What follows belongs to an exercise in optimizing a design on an open flow for small area; a production flow would make more cautious choices. In this exercise RTL edits were held to simulation tests only and were not proved equivalent to the original. Power figures rest on the tool's default switching activity, not on a simulated workload.

Setup of run A:
// la_capture_core
module la_capture_core #(
  parameter int WIDTH = 8,
  parameter int DEPTH = 256,
  parameter int AW    = $clog2(DEPTH)
) (
  input  logic             gclk,
  input  logic             gresetn,
  input  logic             arm,
  input  logic             abort,
  input  logic [WIDTH-1:0] probe_i,
  input  logic [WIDTH-1:0] trig_mask,
  input  logic [WIDTH-1:0] trig_value,
  input  logic [1:0]       trig_mode,
  input  logic [AW-1:0]    pre_count,
  output logic             busy,
  output logic             triggered,
  output logic             done,
  input  logic             rd_en,
  input  logic [AW-1:0]    rd_addr,
  output logic [WIDTH-1:0] rd_data,
  output logic             rd_valid
);
  logic                        in_pre;
  logic [DEPTH-1:0][WIDTH-1:0] sr;
  logic [AW-1:0]    cnt;
  logic [AW-1:0]    pre_q;
  logic [WIDTH-1:0] mask_q;
  logic [WIDTH-1:0] value_q;
  logic [1:0]       mode_q;
  logic             prev_match;
  logic             have_prev;    
  logic             wait_st;
  logic             start;
  logic             match;
  logic             change;
  logic             hit;
  logic             adv;
  logic             last;
  logic [AW-1:0]    cnt_inc;
  logic [AW-1:0]    rd_phys;
  logic [DEPTH-1:0] rd_sel;
  logic [WIDTH-1:0] rd_mux;
  always_comb begin
    wait_st = busy && !in_pre && !triggered;
    start   = arm && !busy;
  ...
For scale: roughly 3500 cells after synthesis, about 2100 flip-flops, roughly 59 I/O pins, roughly 53000 µm² of cells after synthesis.
make LEC_CHECK=0 CAP_MARGIN=20 CORE_MARGIN=2 CORE_UTILIZATION=70 CTS_BUF_LIST=sky130_fd_sc_hd__clkbuf_16 CTS_CLUSTER_DIAMETER=60 CTS_CLUSTER_SIZE=25 SLEW_MARGIN=20 SYNTH_HIERARCHICAL=1 SYNTH_MINIMUM_KEEP_SIZE=0 finish   # period 8.0 ns
run.sh (not shown) runs the stock make flow with config.mk's settings and CLKGATE_MAP_FILE= SYNTH_SCRIPT=/design/flow/synth_recipe.tcl, a recipe that flattens the netlist after the stock synthesis.
The inputs of run B differ from those of run A as listed below.
==> flow/flow/run.sh (new file) <==
#!/bin/bash
# Standard ORFS layout (the standard.sh), with two changes:
#  - port buffers use the smallest buffer, sky130_fd_sc_hd__buf_1;
#  - clock tree: clkbuf_8 sink clusters of at most 18 flops, no dummy loads.
set -euo pipefail
export BUFFER_PORTS_ARGS="-buffer_cell sky130_fd_sc_hd__buf_1"
export CTS_ARGS="-sink_clustering_enable -repair_clock_nets -dont_use_dummy_load -buf_list sky130_fd_sc_hd__clkbuf_8 -sink_clustering_size 18 -sink_clustering_max_diameter 40"
bash standard.sh > standard.log 2>&1
==> flow/standard.sh (new file) <==
#!/bin/bash
# synth_recipe.tcl (not shown) runs the flow's synth.tcl, then flattens the netlist and writes it again
# the make line also repeats each setting of config.mk as NAME=value (left out here)
make -C /OpenROAD-flow-scripts/flow DESIGN_CONFIG=/design/flow/config.mk WORK_HOME=/design/flow/orfs CLKGATE_MAP_FILE= SYNTH_SCRIPT=/design/flow/synth_recipe.tcl "${@:-finish}"
--- a/flow/config.mk
+++ b/flow/config.mk
@@ -10,4 +10 @@
-export CORE_UTILIZATION = 70
-export CTS_BUF_LIST = sky130_fd_sc_hd__clkbuf_16
-export CTS_CLUSTER_DIAMETER = 60
-export CTS_CLUSTER_SIZE = 25
+export CORE_UTILIZATION = 88
removed: flow/run.sh
## What came out
- Run B: it failed with a tool error in global routing, so there are no final results.
- In run B, the number of buffers created by CTS came out 44% above the value in run A.
- Diff run A and run B: height of the die lower in run B
- From run B to run A, fraction of registers with async set/reset did not move at all.
- Compared with run A, sum of net half-perimeters after detailed placement in run B increased by more than 10%.
- Looking only at cell total after placement, and setting everything else aside, the lower value of run A and run B goes to run B.
- Die width was lower in run B than in run A.
- Placed instance area: run B < run A
Modified inputs, run C compared to run B
--- a/flow/config.mk
+++ b/flow/config.mk
@@ -10 +10 @@
-export CORE_UTILIZATION = 88
+export CORE_UTILIZATION = 75
[summary]
As far as post-synthesis xor/xnor area fraction goes, run C and run B are indistinguishable; the numbers are identical. Run C vs run B, setup slack after placement went up by 130 ps. | die boundary height | higher: run C |. Run C went all the way through synthesis, placement and routing and the layout is clean on timing, DRC and antenna. On horizontal die dimension, the higher figure sits with run C, not run B. Run C vs run B: total clock buffers created by CTS up by a few percent. Global placement routability congestion on run C is down relative to run B. On quantity of I/O buffers inserted on ports, run C tracks run B almost exactly. Effective utilization at floorplan ends up lower on run C. Summary: with run B as the reference, count of placed standard cells including taps in run C moved up by a few percent.
Modified inputs, run D compared to run C
==> flow/flow/run.sh <==
#!/bin/bash
# Standard ORFS layout (the standard.sh), with two changes:
#  - port buffers use the smallest buffer, sky130_fd_sc_hd__buf_1;
#  - clock tree: clkbuf_8 sink clusters of at most 19 flops, no dummy loads.
set -euo pipefail
export BUFFER_PORTS_ARGS="-buffer_cell sky130_fd_sc_hd__buf_1"
export CTS_ARGS="-sink_clustering_enable -repair_clock_nets -dont_use_dummy_load -buf_list sky130_fd_sc_hd__clkbuf_8 -sink_clustering_size 19 -sink_clustering_max_diameter 50"
bash standard.sh > standard.log 2>&1
--- outcome ---
rd_data[1] as the critical path capture point was reported by run D, and rd_data[5] by run C. Run D: met2 layer usage reported by global route 0.23 points above run C. Looking at part of the total power dissipated in combinational logic, run D sits above run C. From run C to run D the numbers moved as follows: synthesized instance count closely matched the old numbers; power per cell area decreased by about 0.9% relative to the old numbers; number of global-route vias before repair decreased by 268 relative to the old numbers. Run D vs run C: total via count in the routed design down slightly. Relative to run C, design area has gone down in run D.
Setup changes, run D to run E
==> flow/flow/run.sh <==
#!/bin/bash
# Standard ORFS layout (the standard.sh), with two changes:
#  - port buffers use the smallest buffer, sky130_fd_sc_hd__buf_1;
#  - clock tree: clkbuf_8 sink clusters of at most 18 flops, no dummy loads.
set -euo pipefail
export BUFFER_PORTS_ARGS="-buffer_cell sky130_fd_sc_hd__buf_1"
export CTS_ARGS="-sink_clustering_enable -repair_clock_nets -dont_use_dummy_load -buf_list sky130_fd_sc_hd__clkbuf_8 -sink_clustering_size 18 -sink_clustering_max_diameter 40"
bash standard.sh > standard.log 2>&1
--- a/flow/config.mk
+++ b/flow/config.mk
@@ -10 +10 @@
-export CORE_UTILIZATION = 75
+export CORE_UTILIZATION = 82
Results
Run E reports a lower final worst hold slack than run D does.
met1 wire length came out lower on run E than on run D.
Sort run E and run D by overall routed net length asc -> top: run D
[compare] base=run D new=run E: maximum clock insertion buffer count neither gained nor lost much, met2 track demand over resource went up.
Comparing run E and run D, the lower area growth from synthesis to layout was measured on run D.
Status: design area parity (run D, run E)
Clock latency at the later pin of the worst-skew pair was higher in run E than in run D.
In the flow results for run E and run D, the share of the cycle needed by the critical path after routing is larger on run E.
Every run (run E and run D) finished clean.

re-timing with driven ports:
How much do the figures lean on ideal ports? The routed layouts below were timed once more, with nothing changed but the port constraints.
Step 1 assumes that a clkbuf_16 drives the clock port and a buf_2 every other input.
Step 2 times the ports against the registers' clock, not the clock port: input delays grow and output delays shrink by t, the midpoint of the rising clock arrivals with the driver on.
a / b / c = ideal ports / drivers / drivers and shift; a / b = the first two.
run	t (ns)	setup slack, ns	worst data-port slew with drivers (ns)	pins driven straight from the clock port
run A	0.748	0.842 / 0.881 / 0.133	0.06	1
run C	0.865	1.206 / 1.227 / 0.362	0.07	1
run D	0.849	1.078 / 1.114 / 0.265	0.07	1
run E	0.882	0.594 / 0.635 / -0.247	0.06	1
Met with ideal ports but missed after step 2: setup timing in run E. The setup slack of run C, which loses most, moves by +0.021 ns with the drivers and by -0.844 ns with both steps.
